This is an optimization exercise on Yosys and OpenROAD, whose aim is small area, not a production implementation. In this exercise RTL edits were held to simulation tests only and were not proved equivalent to the original. Power is estimated from default activity; no workload was simulated.

===== flow/config.mk =====
export PLATFORM = sky130hd
export DESIGN_NAME = maze_top
export DESIGN_NICKNAME = maze_top
export VERILOG_FILES = /design/flow/design.v
export SDC_FILE = /design/flow/constraint.sdc
export NUM_CORES = 8
export LEC_CHECK = 0
export CAP_MARGIN = 20
export CORE_MARGIN = 2
export CORE_UTILIZATION = 18
export PLACE_DENSITY = 0.35
export SLEW_MARGIN = 20

===== flow/constraint.sdc =====
create_clock -name core_clock -period 20.0 [get_ports {clk60}]
set_input_delay 4.0000 -clock core_clock [delete_from_list [all_inputs] [get_ports {clk60}]]
set_output_delay 4.0000 -clock core_clock [all_outputs]
set_load 0.01 [all_outputs]

===== flow/run.sh =====
#!/bin/bash
# synth_recipe.tcl (not shown) runs the flow's synth.tcl, then flattens the netlist and writes it again
# the make line also repeats each setting of config.mk as NAME=value (left out here)
make -C /OpenROAD-flow-scripts/flow DESIGN_CONFIG=/design/flow/config.mk WORK_HOME=/design/flow/orfs CLKGATE_MAP_FILE= SYNTH_SCRIPT=/design/flow/synth_recipe.tcl finish

===== flow/design.v =====
module maze_state #(
    parameter int MAZE_W        = 28,
    parameter int MAZE_H        = 31,
    parameter int PELLET_POINTS = 10,
    parameter int SCORE_W       = 16,
    parameter logic [MAZE_H*MAZE_W*2-1:0] ROM_IMAGE = '0
) (
    input  logic               clk60,
    input  logic               reset,
    input  logic               level_restart,
    input  logic               eat_en,
    input  logic [6:0]         curr_xtile,
    input  logic [6:0]         curr_ytile,
    output logic [3:0][1:0]    tile_info,
    output logic               ready,
    output logic               pellet_eaten,
    output logic [7:0]         pellets_left,
    output logic [SCORE_W-1:0] score,
    output logic               level_clear
);
    localparam int XW = $clog2(MAZE_W);
    localparam int YW = $clog2(MAZE_H);
    localparam logic [1:0] WALL = 2'b00;
    localparam logic [1:0] WKNP = 2'b01;
    localparam logic [1:0] WKRP = 2'b10;
    typedef enum logic [1:0] {RESTORE, PLAY, CLEAR} state_t;
    state_t           state, state_nxt;
    logic [YW-1:0]    row;
    logic [MAZE_H*MAZE_W*2-1:0] map;    
    logic [XW-1:0]    x, x_r, x_l;
    logic [YW-1:0]    y;
    logic             on_maze, eat_now, last_row;
    logic [7:0]       row_pellets;
    logic [SCORE_W:0] score_sum;
    assign x         = curr_xtile[XW-1:0];
    assign y         = curr_ytile[YW-1:0];
    assign on_maze   = (curr_xtile < 7'(MAZE_W)) && (curr_ytile < 7'(MAZE_H));
    assign x_r       = (x == XW'(MAZE_W-1)) ? '0 : x + 1'b1;
    assign x_l       = (x == '0) ? XW'(MAZE_W-1) : x - 1'b1;
    assign last_row  = (row == YW'(MAZE_H-1));
    assign eat_now   = (state == PLAY) && eat_en && on_maze && (map[(int'(y)*MAZE_W + int'(x))*2 +: 2] == WKRP);
    assign score_sum = {1'b0, score} + (SCORE_W+1)'(PELLET_POINTS);
    always_comb begin
        row_pellets = '0;
        for (int i = 0; i < MAZE_W; i++)
            if (ROM_IMAGE[(int'(row)*MAZE_W + i)*2 +: 2] == WKRP)
                row_pellets = row_pellets + 8'd1;
    end
    always_ff @(posedge clk60) begin
        if (reset) state <= RESTORE;
        else       state <= state_nxt;
    end
    always_comb begin
        state_nxt = state;
        if (level_restart) begin
            state_nxt = RESTORE;
        end else begin
            case (state)
                RESTORE: if (last_row)
                             state_nxt = ((pellets_left + row_pellets) == 8'd0) ? CLEAR : PLAY;
                PLAY:    if (eat_now && pellets_left == 8'd1) state_nxt = CLEAR;
                default: state_nxt = state;
            endcase
        end
    end
    always_comb begin
        ready       = (state != RESTORE);
        level_clear = (state == CLEAR);
    end
    always_comb begin
        for (int d = 0; d < 4; d++) tile_info[d] = WALL;
        if (ready && on_maze) begin
            tile_info[0] = map[(int'(y)*MAZE_W + int'(x_r))*2 +: 2];
            if (y != '0)              tile_info[1] = map[((int'(y) - 1)*MAZE_W + int'(x))*2 +: 2];
            if (y != YW'(MAZE_H-1))   tile_info[2] = map[((int'(y) + 1)*MAZE_W + int'(x))*2 +: 2];
            tile_info[3] = map[(int'(y)*MAZE_W + int'(x_l))*2 +: 2];
        end
    end
    always_ff @(posedge clk60) begin
        if (reset || level_restart) begin
            row          <= '0;
            pellets_left <= '0;
            pellet_eaten <= 1'b0;
            if (reset) score <= '0;
        end else begin
            pellet_eaten <= eat_now;
            if (state == RESTORE) begin
                row          <= last_row ? '0 : row + 1'b1;
                pellets_left <= pellets_left + row_pellets;
                map[int'(row)*MAZE_W*2 +: MAZE_W*2] <= ROM_IMAGE[int'(row)*MAZE_W*2 +: MAZE_W*2];
            end else if (eat_now) begin
                map[(int'(y)*MAZE_W + int'(x))*2 +: 2] <= WKNP;
                if (pellets_left != 8'd0) pellets_left <= pellets_left - 8'd1;
                score <= score_sum[SCORE_W] ? '1 : score_sum[SCORE_W-1:0];
            end
        end
    end
endmodule
module maze_top (
    input  logic        clk60,
    input  logic        reset,
    input  logic        level_restart,
    input  logic        eat_en,
    input  logic [6:0]  curr_xtile,
    input  logic [6:0]  curr_ytile,
    output logic [7:0]  tile_info,
    output logic        ready,
    output logic        pellet_eaten,
    output logic [7:0]  pellets_left,
    output logic [15:0] score,
    output logic        level_clear
);
    localparam logic [1735:0] LEVEL_IMAGE =
        1736'h000000000000002aaaaaaaaaaaa820000082000008200000820000082aa82a82a82aa802082000082080020820000820802a0aaa96aaa0a820080082002008200800820020082aaaaa82aaaaa8000810000420000008100004200000081555542000000810000420000008115544200055595155456555000811554420000008103c0420000008155554200000080041002000000800410020002aa82a82a82aa820082000082008200820000820082aaaaaaaaaaaa82008008200200820080082002008200800820020082aaaaa82aaaaa800000000000000;
    logic [3:0][1:0] ti;
    maze_state #(
        .MAZE_W(28), .MAZE_H(31), .PELLET_POINTS(10), .SCORE_W(16), .ROM_IMAGE(LEVEL_IMAGE)
    ) u_maze (
        .clk60(clk60), .reset(reset), .level_restart(level_restart), .eat_en(eat_en),
        .curr_xtile(curr_xtile), .curr_ytile(curr_ytile), .tile_info(ti), .ready(ready),
        .pellet_eaten(pellet_eaten), .pellets_left(pellets_left), .score(score),
        .level_clear(level_clear)
    );
    assign tile_info = ti;
endmodule

==> results.yml <==
sta:
  final-setup-viol-count: 0
  fmax_mhz: 53.8
  maxSlewViolCount: 0
  fin_setup_tns_ns: 0
  tightest_slew_ns: 1.38
  hold_viol: 0
  fin_crit_sh: 0.929
  rsz0062_at_grt: "no"
  skew_ns: 0.159
  timing.max_slew.rel_slack: 0.0757
  period_needed_ns: 18.58
die:
  core_area_um2: 867000
  io_pins: 53
  row_count: 342
  die-height_um: 937
  die_w_um: 937
  die-area_um2: 877000
  floorplan.initialDensity: 0.181
finish:
  drive_above_1_share: 0.194
  layout.nets: 16000
  fin_util: 0.212
  syn_to_final_growth_pct: 17.1
  seq_area_um2: 52900
  multiInputGateArea_um2: 96900
  fill_cells: 94800
synth:
  ys_types: 122
  synth_fp_nets: 16400
  synth_edf_count: 1752
  synth_flop_cell: "edfxtp_1"
  yosys_warnings: 1
  synth-seq-cells: 1768
  seq_area_frac_synth: 0.338
  async_flop_share: 0
  syn_area_um2: 157000
  syn_area_per_cell_um2: 9.67
  netlist_instances: 16200
setup_path:
  cp_max_fo: 18
  cp-end-kind: "flip-flop"
  cp.arrival_ns: 19.42
  cp-start-kind: "flip-flop"
  cp_common_cell: "ha_1"
  cp_data_required_time_ns: 20.84
  max_stage_delay_ns: 0.77
  crit_type: "reg2reg"
  crit_slowest_cell: "fa_1"
clock_network:
  clk_pin_slew_ns: 0.05
  cts.sinks: 1768
  cts_max_path_buffers: 4
  post_cts_buffers: 0
  tritoncts: "built"
  cts-root-buf: "clkbuf_16"
  htree_levels: 5
  cts_buffers: 269
  clk_latency_ns: 1.10
routing:
  wl_per_cell_um: 40.4
  detail-route-antenna-nets: 0
  route.detailed.drc: 0
  drtIter0Drc: 28800
  vias: 164000
  finalWirelength_um: 1120000
  viasPerCell: 5.89
  first_pass_iters: 7
grt:
  grt_overflow: 0
  grt_pass1_wl_um: 1470000
  grt_antenna_before_repair: 199
  grt_max_degree: 153
  grt_pass1_vias: 148000
  grt.total_usage: 0.244
placed_design:
  io_buffers: 52
  place_congestion: 1.02
  dp_hpwl_um: 811000
pwr:
  p_int_w: 0.00947
  seq_power_share: 0.255
  leakagePower_nw: 59.5
  clkPwrFrac: 0.278
  pwr_density_cell_nw_per_um2: 95.1
  sw_frac_of_total: 0.457
  p_sw_w: 0.00797
  peakVddDrop_v: 0.000138
  comb_power_share: 0.467
flow_run:
  drv_cap: 0
min_path:
  hp-class: "reg2reg"
run_status:
  outcome: "no timing/DRC/antenna violations"
[Yosys cell counts, types with 84 or more instances]
library cell,n,area share
a211oi_1,117,0.0056
nor2_1,1351,0.032
nor3_1,130,0.0042
nor3b_1,118,0.0057
nand3_1,312,0.010
a22oi_1,607,0.029
a21oi_1,2479,0.079
mux2i_1,269,0.017
nand2_1,996,0.024
o21ai_0,1991,0.064
ha_1,141,0.011
clkbuf_1,1226,0.029
o22ai_1,394,0.016
inv_1,794,0.019
buf_1,240,0.0058
xnor2_1,144,0.0081
a31oi_1,221,0.0088
a32o_1,84,0.0054
a221oi_1,253,0.014
edfxtp_1,1752,0.34
mux4_2,1482,0.21
[cell type report]
| class | count | area share |
|---|---|---|
| diodes | 249 | 0.00340 |
| clock buffers | 340 | 0.0387 |
| clock inverters | 142 | 0.00641 |
| inverters | 807 | 0.0166 |
| multi-input cells | 12100 | 0.528 |
| flip-flops and latches | 1768 | 0.289 |
| well taps | 11500 | 0.0786 |
| repair buffers | 848 | 0.0392 |
[flip-flops by register name, summed over array words and instances, names as in the netlist]
signal,flops
u_maze.state,2
u_maze.map,1736
u_maze.pellet_eaten,1
u_maze.score,16
u_maze.pellets_left,8
u_maze.row,5
[through the flow]
step | cell area, um^2 | instances | worst slack (ns) | hold WS [ns] | total power [W]
after floorplan | 157000 | 16200 | -16.62 | 0.546 | 0.00892
after global placement | 174000 | 27100 | 0.442 | 0.588 | 0.0124
after detailed placement | 174000 | 27100 | 0.636 | 0.590 | 0.0123
after CTS | 183000 | 27600 | 0.564 | 0.603 | 0.0171
after global routing | 183000 | 27700 | 0.0486 | 0.660 | 0.0177
final | 183000 | 27800 | 1.42 | 0.621 | 0.0174
[what timing repair did]
item | CTS | global route
endpoints found under the setup margin | 0 | 4
hold buffers | 0 | 0
gates resized for setup | 0 | 14
[kinds of logic after synthesis]
kind of cell	count (synthesis)	share of synthesized area
AO/OA/AOI/OAI	6651	0.249
buffers and inverters	2291	0.0551
flip-flops	1768	0.338
AND/OR/NAND/NOR	3265	0.0912
XOR/XNOR	244	0.0165
adder cells (fa/ha/maj)	171	0.0149
multiplexers	1811	0.235
[worst paths after layout]
| kind | to | cells past startpoint | startpoint | slack [ns] |
|---|---|---|---|---|
| min reg2reg | u_maze.map[1143]$_DFFE_PP_ | 2 | u_maze.map[1143]$_DFFE_PP_ | 0.62 |
| max | u_maze.state[0]$_SDFFE_PP0P_ | 73 | u_maze.row[2]$_SDFFE_PP0P_ | 1.42 |
| max reg2reg | u_maze.state[0]$_SDFFE_PP0P_ | 73 | u_maze.row[2]$_SDFFE_PP0P_ | 1.42 |
| min | u_maze.map[1143]$_DFFE_PP_ | 2 | u_maze.map[1143]$_DFFE_PP_ | 0.62 |
[power groups by stage]
stage	logic (W)	clock network [W]	registers [W]
3_5_place_dp	0.00777	0	0.00451
2_1_floorplan	0.00432	0	0.00460
3_3_place_gp	0.00785	0	0.00450
5_1_grt	0.00824	0.00498	0.00446
4_1_cts	0.00779	0.00488	0.00443
6_report	0.00814	0.00485	0.00444
[metal layers]
layer	up-vias	wire length, um	global-route usage
met4	40	92700	0.174
met2	12800	465000	0.345
met3	2504	134000	0.0743
met5	-	343	0.00109
li1	63400	-	-
met1	85100	434000	0.315
[cells in the final DEF (no fill, tap or decap), types with 215 or more instances in the layout]
cell type	instances
a21oi_1	2458
a221oi_1	253
a22oi_1	595
a31oi_1	215
buf_4	739
clkbuf_16	273
diode_2	249
edfxtp_1	1752
inv_1	792
mux2i_1	264
mux4_2	1482
nand2_1	964
nand3_1	307
nor2_1	1224
o21ai_0	1977
o22ai_1	386
[worst max-delay path: cells and delay by family, from the launching register on]
kind,cells,cell delay (ns)
compound gates,18,3.50
xor+xnor,5,1.41
fa+ha+maj,22,6.87
buf+inv,4,0.46
flops,1,0.55
mux,13,3.63
simple gates,11,1.98

separate check: timing with driven ports:
No port has a modelled driver above. Below, the same layout with a new extraction and two added sets of constraints.
Step 1: set_driving_cell puts a clkbuf_16 on clk60 and a buf_2 on each other input, an assumption about the parent block.
Step 2, shift: input delay + t, output delay - t, t = (earliest + latest rising clock arrival at the registers) / 2. This alone moves slack from input paths to output paths.
Slacks: ideal / step 1 / step 2; pairs: ideal / step 1.
t, ns: 1.163
setup slack, ns: 1.420 / 1.420 / 1.420
worst setup path after step 2: register to register
clock arrival spread, ns: 0.159 / 0.159
worst slew at a driven data input, ns: 0.12
After both steps setup and hold are still met in this run. For this run, drivers alone change the setup slack by 0.000 ns; drivers and shift together by 0.000 ns.
